Context: an optimization exercise on an open-source flow, tuned for small area, a short achievable clock period and few clock cycles. The choices shown serve that exercise and are no tape-out recipe.
Where RTL was checked, it was by simulation tests only, not by an equivalence proof against the original.
No activity file was given, so power comes from the tool's default toggle rates.

// chip8_cpu
module chip8_cpu (
    input  logic        clk,
    input  logic        reset_i,
    output logic        mem_rd_valid_o,
    output logic [11:0] mem_rd_addr_o,
    input  logic        mem_rd_ready_i,
    input  logic [7:0]  mem_rd_data_i,
    output logic        mem_wr_valid_o,
    output logic [19:0] mem_wr_o,
    input  logic        mem_wr_ready_i
);
export LEC_CHECK = 0
export ABC_AREA = 1
export CAP_MARGIN = 20
export CORE_MARGIN = 2
export CORE_UTILIZATION = 40
export CTS_BUF_LIST = sky130_fd_sc_hd__clkbuf_16
export CTS_CLUSTER_DIAMETER = 120
export CTS_CLUSTER_SIZE = 24
export PLACE_DENSITY = 0.45
export SETUP_SLACK_MARGIN = 4.2
export SLEW_MARGIN = 20
create_clock -name core_clock -period 7.0 [get_ports {clk}]
standard.sh (not shown) runs the stock make flow with config.mk's settings and CLKGATE_MAP_FILE= SYNTH_SCRIPT=/design/flow/synth_recipe.tcl, a recipe that flattens the netlist after the stock synthesis.
==> flow/flow/run.sh <==
#!/bin/bash
# The standard layout, except that the port buffers are plain buffers
# (buf_4) instead of the delay cell buffer_ports picks by default.
set -euo pipefail
bash standard.sh 'BUFFER_PORTS_ARGS=-buffer_cell sky130_fd_sc_hd__buf_4' finish > standard_flow.log 2>&1
Testbench counts at the start, summed over its fixed seeds: cycles 56,578.
Rerun with:
Settings changed: PLACE_DENSITY 0.45 to 0.6.
=>
- cell count falls by 0.73%
- clock power stays flat
- clock-buffer cell count stays the same
- total power shrinks by 1.2%
- critical path depth climbs by 2
- flip-flop and latch count is unchanged
Rerun with:
Settings changed: PLACE_DENSITY 0.6 to 0.52.
- wire length rose by 6.3%
- critical path depth fell by 2
- clock-buffer cell count does not change
- cell area rose by 1.1%
- power rose by 1.4%
- via count stays flat
- die area stays the same
- synthesized area stays the same
- combinational power rose by about 6%
- utilization rose by 0.49 points
- maximum frequency rose by 1.7%
Rerun with:
Settings changed: CORE_UTILIZATION 40 to 32, PLACE_DENSITY 0.52 to 0.5.
What happened: Non-clock buffer count is higher by 5; count of clock-buffer cells in the layout rises by 1; setup slack degrades by 0.063 ns; hold slack improved by 0.013 ns; area after synthesis stays the same; sequential power barely changes; clock power hardly moves; power fell by 0.90%; final area rises by 0.76%; clock skew is higher by 0.013 ns.

The RTL this note starts from:
==> flow/design.v <==
`timescale 1ns/1ns
module chip8_cpu (
    input  logic        clk,
    input  logic        reset_i,
    output logic        mem_rd_valid_o,
    output logic [11:0] mem_rd_addr_o,
    input  logic        mem_rd_ready_i,
    input  logic [7:0]  mem_rd_data_i,
    output logic        mem_wr_valid_o,
    output logic [19:0] mem_wr_o,
    input  logic        mem_wr_ready_i
);
    logic [11:0] ra_q;
    logic        rv_q;
    logic [7:0]  hb_q;
    logic [11:1] st_q [0:15];
    logic [3:0]  sp_q;             
    logic        irv_q;
    logic [11:0] ir_q;
    logic [7:0]  ox_q, oy_q;       
    logic        d_wx, d_wf;       
    logic [2:0]  d_rs;             
    logic        d_subx;
    logic        d_skip, d_skne;
    logic        d_jv0, d_ldi, d_addi, d_bcd, d_blk;
    logic [7:0]  v_q [0:15];
    logic [11:0] i_q;
    logic        wv_q;
    logic [11:0] wa_q;
    logic [7:0]  wd_q;
    logic        blk_q;            
    logic        pend_q;
    logic [3:0]  idx_q;
    logic [3:0]  last_q;
    logic [1:0]  bh_q;             
    logic [6:0]  bv_q;             
    logic [11:1] ra_inc;
    logic [3:0]  x;
    logic [7:0]  kk;
    logic [11:0] nnn;
    assign x   = ir_q[11:8];
    assign kk  = ir_q[7:0];
    assign nnn = ir_q[11:0];
    logic [9:0] add_s;
    assign add_s = {1'b0, ox_q, 1'b1} + {1'b0, oy_q, d_subx};
    logic [7:0] res;
    logic       flag;
    always_comb begin
        case (d_rs)
            3'd0:    res = ~add_s[8:1];
            3'd1:    res = add_s[8:1];
            3'd2:    res = oy_q;
            3'd3:    res = ox_q | oy_q;
            3'd4:    res = ox_q & oy_q;
            3'd5:    res = ox_q ^ oy_q;
            3'd6:    res = {1'b0, ox_q[7:1]};
            default: res = {ox_q[6:0], 1'b0};
        endcase
        case (d_rs)
            3'd0:    flag = !add_s[9];
            3'd6:    flag = ox_q[0];
            3'd7:    flag = ox_q[7];
            default: flag = add_s[9];
        endcase
    end
    logic skip;
    assign skip = d_skip && ((ox_q == oy_q) ^ d_skne);
    logic issue, out_free;
    logic d_store, hazard, e_hold, e_done, e_redir, e_wr;
    logic [11:1] e_tgt;
    assign d_store = d_bcd || d_blk;
    assign hazard  = pend_q && blk_q &&
                     ((d_wx && (x >= idx_q) && (x <= last_q)) || (d_wf && (last_q == 4'hF)));
    assign e_hold  = (d_store && (pend_q || !out_free)) || hazard;
    assign e_done  = irv_q && !e_hold;
    assign e_redir = irv_q && (skip || d_jv0);
    assign e_wr    = irv_q && !hazard;
    logic [12:0] i_sum;
    assign i_sum = {i_q, 1'b1} + {4'd0, ox_q, d_blk};
    always_comb begin
        if (d_skip) e_tgt = ra_inc;
        else        e_tgt = nnn[11:1] + {4'd0, v_q[0][7:1]} + {10'd0, nnn[0] & v_q[0][0]};
    end
    always_ff @(posedge clk) begin
        if (e_wr && d_wx) v_q[x] <= res;
        if (e_wr && d_wf) v_q[15] <= {7'd0, flag};
    end
    always_ff @(posedge clk) begin
        if (reset_i)
            i_q <= 12'd0;
        else if (irv_q && d_ldi)
            i_q <= nnn;
        else if ((irv_q && d_addi) || (issue && d_blk))
            i_q <= i_sum[12:1];
    end
    logic [7:0] lb;
    logic [3:0] op, n;
    assign lb = mem_rd_data_i;
    assign op = hb_q[7:4];
    assign n  = lb[3:0];
    logic lo_call, lo_jump, lo_ret;
    assign lo_call = (op == 4'h2);
    assign lo_jump = (op == 4'h1) || lo_call;
    assign lo_ret  = (hb_q == 8'h00) && (lb == 8'hEE);
    assign ra_inc  = ra_q[11:1] + 11'd1;
    logic lo_ok, lo_fire, hi_fire;
    assign lo_ok   = !irv_q || (!d_wx && !d_wf && !(d_store && (pend_q || !out_free)));
    assign hi_fire = mem_rd_ready_i && !ra_q[0];
    assign lo_fire = mem_rd_ready_i && ra_q[0] && lo_ok;
    logic       port_fetch;
    logic [7:0] port;
    assign port_fetch = ra_q[0] && lo_ok && ((op == 4'h5) || (op == 4'h8) || (op == 4'h9));
    assign port       = v_q[port_fetch ? lb[7:4] : idx_q];
    logic       n_wx, n_wf, n_kk, n_subx, n_suby, n_skip, n_skne;
    logic       n_jv0, n_ldi, n_addi, n_bcd, n_blk;
    logic [2:0] n_rs;
    always_comb begin
        n_wx   = 1'b0;
        n_wf   = 1'b0;
        n_rs   = 3'd1;
        n_kk   = (op == 4'h3) || (op == 4'h4) || (op == 4'h6) || (op == 4'h7);
        n_subx = (op == 4'h8) && (n == 4'h7);
        n_suby = (op == 4'h8) && (n == 4'h5);
        n_skip = (op == 4'h3) || (op == 4'h4) ||
                 (((op == 4'h5) || (op == 4'h9)) && (n == 4'h0));
        n_skne = (op == 4'h4) || (op == 4'h9);
        n_jv0  = (op == 4'hB);
        n_ldi  = (op == 4'hA);
        n_addi = (op == 4'hF) && (lb == 8'h1E);
        n_bcd  = (op == 4'hF) && (lb == 8'h33);
        n_blk  = (op == 4'hF) && (lb == 8'h55);
        case (op)
            4'h6: begin n_wx = 1'b1; n_rs = 3'd2; end
            4'h7: begin n_wx = 1'b1; n_rs = 3'd1; end
            4'h8: begin
                n_wx = 1'b1;
                case (n)
                    4'h0: n_rs = 3'd2;
                    4'h1: n_rs = 3'd3;
                    4'h2: n_rs = 3'd4;
                    4'h3: n_rs = 3'd5;
                    4'h4, 4'h7: begin n_rs = 3'd1; n_wf = 1'b1; end
                    4'h5: begin n_rs = 3'd0; n_wf = 1'b1; end
                    4'h6: begin n_rs = 3'd6; n_wf = 1'b1; end
                    4'hE: begin n_rs = 3'd7; n_wf = 1'b1; end
                    default: n_wx = 1'b0;
                endcase
            end
            default: ;
        endcase
    end
    always_ff @(posedge clk) begin
        if (reset_i) begin
            ra_q  <= 12'h200;
            rv_q  <= 1'b0;
            irv_q <= 1'b0;
        end else begin
            rv_q <= 1'b1;
            if (e_redir)
                ra_q <= {e_tgt, 1'b0};
            else if (hi_fire)
                ra_q[0] <= 1'b1;
            else if (lo_fire) begin
                if (lo_jump)
                    ra_q <= {hb_q[3:0], lb[7:1], 1'b0};
                else if (lo_ret)
                    ra_q <= {st_q[sp_q], 1'b0};
                else
                    ra_q <= {ra_inc, 1'b0};
            end
            if (lo_fire)
                irv_q <= 1'b1;
            else if (e_done)
                irv_q <= 1'b0;
        end
    end
    always_ff @(posedge clk) begin
        if (hi_fire)
            hb_q <= lb;
        if (lo_fire) begin
            ir_q   <= {hb_q[3:0], lb};
            ox_q   <= n_blk ? {4'd0, hb_q[3:0]} :
                      (n_subx || n_suby) ? ~v_q[hb_q[3:0]] :
                      v_q[hb_q[3:0]];
            oy_q   <= n_kk ? lb : port;
            d_wx   <= n_wx;
            d_wf   <= n_wf;
            d_rs   <= n_rs;
            d_subx <= n_subx;
            d_skip <= n_skip;
            d_skne <= n_skne;
            d_jv0  <= n_jv0;
            d_ldi  <= n_ldi;
            d_addi <= n_addi;
            d_bcd  <= n_bcd;
            d_blk  <= n_blk;
        end
    end
    always_ff @(posedge clk) begin
        if (lo_fire && lo_call)
            st_q[sp_q + 4'd1] <= ra_inc;
    end
    always_ff @(posedge clk) begin
        if (reset_i)
            sp_q <= 4'hF;
        else if (lo_fire && lo_call)
            sp_q <= sp_q + 4'd1;
        else if (lo_fire && lo_ret)
            sp_q <= sp_q - 4'd1;
    end
    logic [1:0] hund;
    logic [7:0] rest;
    logic [3:0] tens, ones;
    logic [7:0] gbyte;
    assign hund  = (ox_q >= 8'd200) ? 2'd2 : (ox_q >= 8'd100) ? 2'd1 : 2'd0;
    assign rest  = ox_q - ((ox_q >= 8'd200) ? 8'd200 : (ox_q >= 8'd100) ? 8'd100 : 8'd0);
    assign tens  = bv_q / 7'd10;
    assign ones  = bv_q % 7'd10;
    assign gbyte = blk_q ? port : {4'd0, idx_q[1] ? ones : idx_q[0] ? tens : {2'd0, bh_q}};
    logic w_fire, gen_go;
    assign w_fire   = wv_q && mem_wr_ready_i;
    assign out_free = !wv_q || mem_wr_ready_i;
    assign issue    = irv_q && d_store && !pend_q && out_free;
    assign gen_go   = pend_q && out_free && !(blk_q && port_fetch);
    always_ff @(posedge clk) begin
        if (reset_i) begin
            wv_q   <= 1'b0;
            pend_q <= 1'b0;
        end else if (issue) begin
            wv_q   <= 1'b1;
            pend_q <= d_bcd || (x != 4'h0);
        end else if (gen_go) begin
            wv_q   <= 1'b1;
            pend_q <= (idx_q != last_q);
        end else if (w_fire) begin
            wv_q <= 1'b0;
        end
    end
    always_ff @(posedge clk) begin
        if (issue) begin
            blk_q  <= d_blk;
            last_q <= d_bcd ? 4'd2 : x;
            bh_q   <= hund;
            bv_q   <= rest[6:0];
            wa_q   <= i_q;
            wd_q   <= d_bcd ? {6'd0, hund} : v_q[0];
            idx_q  <= 4'd1;
        end else if (gen_go) begin
            wa_q  <= wa_q + 12'd1;
            wd_q  <= gbyte;
            idx_q <= idx_q + 4'd1;
        end
    end
    assign mem_rd_valid_o = rv_q;
    assign mem_rd_addr_o  = ra_q;
    assign mem_wr_valid_o = wv_q;
    assign mem_wr_o       = {wa_q, wd_q};
endmodule
clock: 7.0 ns
lec_check: 0
abc_area: 1
cap_margin: 20
core_margin: 2
core_utilization: 40
cts_buf_list: sky130_fd_sc_hd__clkbuf_16
cts_cluster_diameter: 120
cts_cluster_size: 24
place_density: 0.6
setup_slack_margin: 4.2
slew_margin: 20
Scripts as last shown in full above: flow/flow/run.sh
The first run went through all stages and came out clean.
Edit:
- SETUP_SLACK_MARGIN: 4.2 -> 4.1
=> Final area drops by 3.2%. Die area is unchanged. Routed wire length climbs by 0.63%. First-iteration DRC count drops by 3.8%. Sequential power hardly moves. Cell count drops by 2.1%. Worst setup slack degrades by 0.049 ns. Utilization drops by 1.5 points.
No run of this note included a check of the RTL's function; only the layout flow was run.

## static timing again, ports no longer ideal
No port has a modelled driver above. Below, the same layouts with a new extraction and two added sets of constraints. Step 1, drivers: a clkbuf_16 drives clk and a buf_2 each remaining input, both assumed. Step 2 also shifts input and output timing later by t, the mid clock arrival at the registers, as if the neighbouring blocks saw the same clock. Three values: ideal, step 1, step 2; two values: the first two.
| run | t (ns) | setup WS [ns] | hold slack, ns | slew at the worst register clock pin (ns) |
|---|---|---|---|---|
| the first run of note 1 | 0.631 | 4.158 / 4.193 / 3.562 | 0.460 / 0.460 / 0.460 | 0.11 / 0.11 |
| the second run of note 1 | 0.629 | 4.216 / 4.216 / 3.650 | 0.464 / 0.464 / 0.464 | 0.11 / 0.11 |
| the third run of note 1 | 0.629 | 4.263 / 4.250 / 3.686 | 0.447 / 0.447 / 0.447 | 0.11 / 0.11 |
| the fourth run of note 1 | 0.629 | 4.200 / 4.231 / 3.602 | 0.460 / 0.460 / 0.460 | 0.11 / 0.11 |
| the first run of note 2 | 0.610 | 4.054 / 4.075 / 3.465 | 0.437 / 0.437 / 0.437 | 0.11 / 0.11 |
| the second run of note 2 | 0.626 | 4.005 / 4.005 / 3.468 | 0.467 / 0.467 / 0.467 | 0.11 / 0.11 |
After both steps every run listed still meets setup and hold. For the fourth run of note 1, which loses most, drivers alone change the setup slack by +0.031 ns; drivers and shift together by -0.598 ns.
